This design comes from an exercise in tuning for small area, a short achievable clock period and few clock cycles on the open sky130 flow, not from production work.
The RTL was checked by simulation tests, not by an equivalence proof against the original design.
Power figures rest on the tool's default switching activity, not on a simulated workload.

==> inputs of run a <==
Design spmv_top, start of the top module:
module spmv_top (
    input  logic                       clk,
    input  logic                       rst_n,
    input  logic                       cmd_val,
    input  logic [5:0]                 cmd_opcode,
    input  logic [64-1:0]     cmd_config_data,
    output logic                       busy,
    output logic                       resp_val,
    input  logic                       resp_rdy,
    output logic [64-1:0]     resp_data,
    input  logic                       mem_req_rdy,
    output logic                       mem_req_val,
    output logic [6-1:0] mem_req_transid,
    output logic [40-1:0]   mem_req_addr,
    input  logic                       mem_resp_val,
    input  logic [6-1:0] mem_resp_transid,
    input  logic [64-1:0]     mem_resp_data
);
Settings: LEC_CHECK=0, CAP_MARGIN=20, CORE_MARGIN=2, CORE_UTILIZATION=65, CTS_CLUSTER_DIAMETER=100, CTS_CLUSTER_SIZE=20, SLEW_MARGIN=20; clock period 12.0 ns.
run.sh (not shown) runs the stock make flow with config.mk's settings and CLKGATE_MAP_FILE= SYNTH_SCRIPT=/design/flow/synth_recipe.tcl, a recipe that flattens the netlist after the stock synthesis.
==> run b (differences from run a) <==
--- a/flow/design.v
+++ b/flow/design.v
@@ -25,17 +25,16 @@
     localparam int D = 4;
     localparam int PW = 3;
     logic [2:0]  state, state_nx;
     logic        got_one;      
     logic        init_q;       
-    logic        ld_spm_q;     
+    logic        spm_ok;       
     logic [1:0]  op;
     logic        cmd_hsk, start_init, ld_spm, ld_vec, get_res, second_ld;
     logic        done_c, fin_q, rd_last;
     logic        st_run, st_hold, st_read;
     logic [40-1:0] val_ptr, vec_ptr;
-    logic [12-1:0]   nnz;
     logic [6:0]     nr, vlen;
     assign op         = cmd_opcode[1:0];
     assign cmd_hsk    = cmd_val && !busy;
     assign st_run     = state == ST_RUN;
     assign st_hold    = state == ST_HOLD;
@@ -63,26 +62,24 @@
         if (!rst_n) begin
             state   <= ST_IDLE;
             busy    <= 1'b0;
             got_one <= 1'b0;
             init_q  <= 1'b0;
-            ld_spm_q <= 1'b0;
-            run_go  <= 1'b0;
+            spm_ok  <= 1'b0;
         end else begin
             state   <= state_nx;
             busy    <= state_nx == ST_RUN || state_nx == ST_READ;
             init_q  <= start_init;
-            ld_spm_q <= ld_spm;
-            run_go  <= state == ST_RUN && state_nx == ST_RUN;
+            if (start_init) spm_ok <= 1'b0;
+            else if (ld_spm) spm_ok <= 1'b1;
             if (start_init) got_one <= 1'b0;
             else if (ld_spm || ld_vec) got_one <= 1'b1;
         end
     end
     always_ff @(posedge clk) begin
         if (start_init) val_ptr <= cmd_config_data[40-1:0];
         if (ld_spm) begin
-            nnz <= cmd_config_data[12-1:0];
             nr  <= cmd_config_data[16 +: 6+1];
         end
         if (ld_vec) begin
             vec_ptr <= cmd_config_data[40-1:0];
             vlen    <= cmd_config_data[40 +: 6+1];
@@ -111,21 +108,18 @@
     localparam int HI_W = 40 - 12 - 2;
     logic [HI_W-1:0]        val_hi1, vec_hi1;
     logic [12+2:0] s1_lo;
     logic [12+1:0] s1_blo;            
     assign s1_lo = {1'b0, s1_blo} + {1'b0, s1_off};
-    always_ff @(posedge clk) begin
-        val_hi1 <= val_ptr[40-1:12+2] + 1'b1;
-        vec_hi1 <= vec_ptr[40-1:12+2] + 1'b1;
-    end
+    assign val_hi1 = val_ptr[40-1:12+2] + 1'b1;
+    assign vec_hi1 = vec_ptr[40-1:12+2] + 1'b1;
     logic [1:0]             pkind [0:2];       
     logic [12+1:0] plo [0:2];         
     logic                   pvec [0:2];        
     logic                   pcy [0:2];
     logic                   gvec;              
     logic [12+1:0] goff;
-    logic                   run_go;            
     logic [1:0]             pq_wp, pq_rp;
     logic [1:0]             pq_cnt;
     logic                   oh;                
     logic                   req_hsk, out_free, pend_move;
     logic [2:0]             out_cnt, out_cnt_nx;
@@ -134,21 +128,21 @@
     assign rl_cred_in = rl_cred + {2'b00, rl_back_e} + {2'b00, rl_back_p};
     assign want_v    = vnext;
     assign want_rl   = rl_more && rl_cred != 3'd0;
     assign want_c    = avail_nz && cq_cred != 3'd0;
     assign want_x    = cq_wp != xi3;
-    assign gen_any   = run_go && (want_v || want_rl || want_c || want_x);
+    assign gen_any   = spm_ok && (want_v || want_rl || want_c || want_x);
     assign gvec      = !want_v && !want_rl && !want_c;
     always_comb begin
         if (want_v)       goff = {2'b00, kv};
         else if (want_rl) goff = off_rl;
         else if (want_c)  goff = {1'b0, off_col};
         else              goff = {{(12+2-6){1'b0}}, colq[xi3[1:0]]};
     end
     assign req_hsk   = mem_req_val && mem_req_rdy;
     assign out_free  = !oh || req_hsk;
-    assign pend_move = pq_cnt != 2'd0 && out_free;
+    assign pend_move = st_run && pq_cnt != 2'd0 && out_free;
     assign gen_fire  = gen_any && (s1_v ? pq_cnt[1] == 1'b0 : pq_cnt != 2'd3);
     assign gen_rl    = gen_fire && !want_v && want_rl;
     assign gen_c     = gen_fire && !want_v && !want_rl && want_c;
     assign gen_x     = gen_fire && !want_v && !want_rl && !want_c;
     always_ff @(posedge clk) begin
@@ -221,13 +215,13 @@
             end
             rl_cred <= gen_rl ? rl_cred_in - 1'b1 : rl_cred_in;
             if (gen_c)      cq_cred <= cq_cred - 1'b1;
             else if (gen_x) cq_cred <= cq_cred + 1'b1;
         end
-        if (ld_spm_q) begin
-            off_col <= {1'b0, nnz};
-            off_rl  <= {1'b0, nnz, 1'b0};
+        if (ld_spm) begin
+            off_col <= {1'b0, cmd_config_data[12-1:0]};
+            off_rl  <= {1'b0, cmd_config_data[12-1:0], 1'b0};
         end
     end
     logic                   rv_q;
     logic [1:0]             rk_q;
     logic [6:0]   rd_q;
@@ -348,11 +342,11 @@
     assign m1_s = t_s ^ t_c ^ a_s;
     assign m1_c = ((t_s & t_c) | (t_s & a_s) | (t_c & a_s)) << 1;
     assign m2_s = m1_s ^ m1_c ^ a_c;
     assign m2_c = ((m1_s & m1_c) | (m1_s & a_c) | (m1_c & a_c)) << 1;
     assign head_len = fifo_len[rp[PW-2:0]];
-    assign last     = cnt_row == head_len - 1'b1;
+    always_ff @(posedge clk) last <= cnt_row == head_len - 1'b1;
     assign pop      = p3 && last;
     assign row_sum  = acc_s + acc_c;
     always_ff @(posedge clk) begin
         t_s   <= l4a_s;
         t_c   <= l4a_c;
@@ -382,12 +376,12 @@
     assign done_c = all_in_q && !pad_r && !gen_any && !s1_v && pq_cnt == 2'd0 && !oh && out_cnt == 3'd0;
     logic [32-1:0] ych [0:64-1];
     logic [64-1:0] nz_row;     
     logic [6:0]    sc;          
     logic [2:0]              tsel;
-    logic [32-1:0] tap, tap_m1, nxt;
-    logic                    all_in, all_in_q, ld_first, ld_next, sh, sh_q;
+    logic [32-1:0] tap;
+    logic                    all_in, all_in_q, ld_first, ld_next, sh;
     logic                    pad_r, first_sh;    
     logic [2:0]              pc, npad;
     logic [6:0]    p;           
     logic [32-1:0] rdata;
     logic                    out_hsk;
@@ -395,24 +389,21 @@
     assign npad     = 3'd0 - sc[2:0];
     assign ld_first = fin_q;
     assign ld_next  = out_hsk && !rd_last;
     assign tsel     = sc[6:3] - 1'b1;
     assign tap      = ych[{tsel, 3'b111}];
-    assign tap_m1   = ych[{tsel, 3'b110}];
-    assign nxt      = sh_q ? tap_m1 : tap;
-    assign sh       = wr_v || pad_r || first_sh || sh_q;
+    assign sh       = wr_v || pad_r || first_sh || (ld_next && nz_row[p[6-1:0]]);
     always_ff @(posedge clk) begin
         if (sh) begin
             ych[0] <= row_sum;
             for (int i = 1; i < 64; i++) ych[i] <= ych[i-1];
         end
     end
     always_ff @(posedge clk) begin
         if (init_q) begin
             nz_row <= '0;
             sc     <= '0;
-            sh_q   <= 1'b0;
             all_in_q <= 1'b0;
             fin_q  <= 1'b0;
             first_sh <= 1'b0;
             pad_r  <= 1'b0;
             pc     <= '0;
@@ -425,11 +416,10 @@
                 pc    <= pc - 1'b1;
                 pad_r <= pc != 3'd1;
             end
             fin_q    <= st_run && done_c && !fin_q;
             first_sh <= st_run && done_c && !fin_q && nz_row[0];
-            sh_q <= ld_next && nz_row[p[6-1:0]];
             if (is_rl) nz_row[r_rcv[6-1:0]] <= !rl_empty;
             if (wr_v || pad_r) sc <= sc + 1'b1;
         end
     end
     assign out_hsk = resp_val && resp_rdy;
@@ -448,9 +438,9 @@
         if (ld_first) begin
             p     <= 7'd1;
             rdata <= nz_row[0] ? tap : 32'd0;
         end else if (ld_next) begin
             p     <= p + 1'b1;
-            rdata <= nz_row[p[6-1:0]] ? nxt : 32'd0;
+            rdata <= nz_row[p[6-1:0]] ? tap : 32'd0;
         end
     end
 endmodule
==> flow/flow/run.sh (new file) <==
#!/bin/bash
# The standard layout (the standard.sh: the standard synthesis and every ORFS step
# unchanged, at the design's clock and constraints), with one difference: the timing repair
# is asked for 8.2 ns of setup slack instead of 0, so the resizer also speeds up paths that
# already meet the 12 ns clock. make and each ORFS step log to orfs/logs/...; the make run
# itself logs to standard.log.
set -euo pipefail
cd "$(dirname "$0")/.."
export SETUP_SLACK_MARGIN=8.2
bash standard.sh > standard.log 2>&1
==> flow/standard.sh (new file) <==
#!/bin/bash
# synth_recipe.tcl (not shown) runs the flow's synth.tcl, then flattens the netlist and writes it again
# the make line also repeats each setting of config.mk as NAME=value (left out here)
make -C /OpenROAD-flow-scripts/flow DESIGN_CONFIG=/design/flow/config.mk WORK_HOME=/design/flow/orfs CLKGATE_MAP_FILE= SYNTH_SCRIPT=/design/flow/synth_recipe.tcl "${@:-finish}"
Settings changed: CTS_CLUSTER_DIAMETER 100 to 150, CTS_CLUSTER_SIZE 20 to 25, SLEW_MARGIN 20 to 45.
removed: flow/run.sh
==> run summary <==
die area=166000 um^2; Core Area=162000 um^2; CP max-delay cell=nor3_2; status=no timing/DRC/antenna violations; final hold slack=0.407 ns; Synth area leaders=edfxtp_1 (68%), dfxtp_1 (8.1%), fa_1 (3.7%); Fillers=10400; clock share of power=0.277; routability cong.=0.810; Max Clk Rate=225 MHz
Source of the figures above: run a

==> run summary <==
largest family of logic cells by synthesized area=adder cells; Synth area leaders=edfxtp_1 (71%), dfxtp_1 (7.4%), fa_1 (3.9%); clock share of power=0.256; vias in the first global route=46300; routability cong.=0.823; Max Clk Rate=257 MHz; Fillers=9720; setup ws final=8.11 ns; Core Area=156000 um^2; P_int=13700 uW; commonest non-fill, non-tap cell in the layout=edfxtp_1; status=no timing/DRC/antenna violations; HP Start=ych[3][15]; crit path capture=resp_data[2]; final hold slack=0.404 ns; die area=160000 um^2
Source of the figures above: run b

Testbench counts of run a, summed over its fixed seeds: cycles 130,124.
Testbench counts of run b, summed over its fixed seeds: cycles 129,931.

-- port drivers added, routing unchanged --
The flow's constraints put no driver on any port. The routed layouts listed below were extracted and timed again, unchanged, in two steps. Step 1 (the two cells are an assumption about what drives the block):
set clk [get_ports {clk}]
set_driving_cell -lib_cell sky130_fd_sc_hd__clkbuf_16 $clk
set_driving_cell -lib_cell sky130_fd_sc_hd__buf_2 [delete_from_list [all_inputs] $clk]
Step 2 adds t to the input delays and takes it off the output delays; t is the mean of the earliest and latest rising clock arrival at the registers after step 1. Input paths then give back, and output paths get back, about the clock's delay inside the block. Three values: no drivers, after step 1, after step 2; two values: the first two.
run | t, ns | setup slack, ns | clock arrival spread, ns | worst slew at a driven data input, ns
run a | 0.895 | 7.557 / 7.557 / 7.195 | 0.044 / 0.044 | 0.07
run b | 0.840 | 8.108 / 8.030 / 7.389 | 0.076 / 0.075 | 0.08
After both steps every run listed still meets setup and hold. The setup slack of run b, which loses most, moves by -0.078 ns with the drivers and by -0.719 ns with both steps.
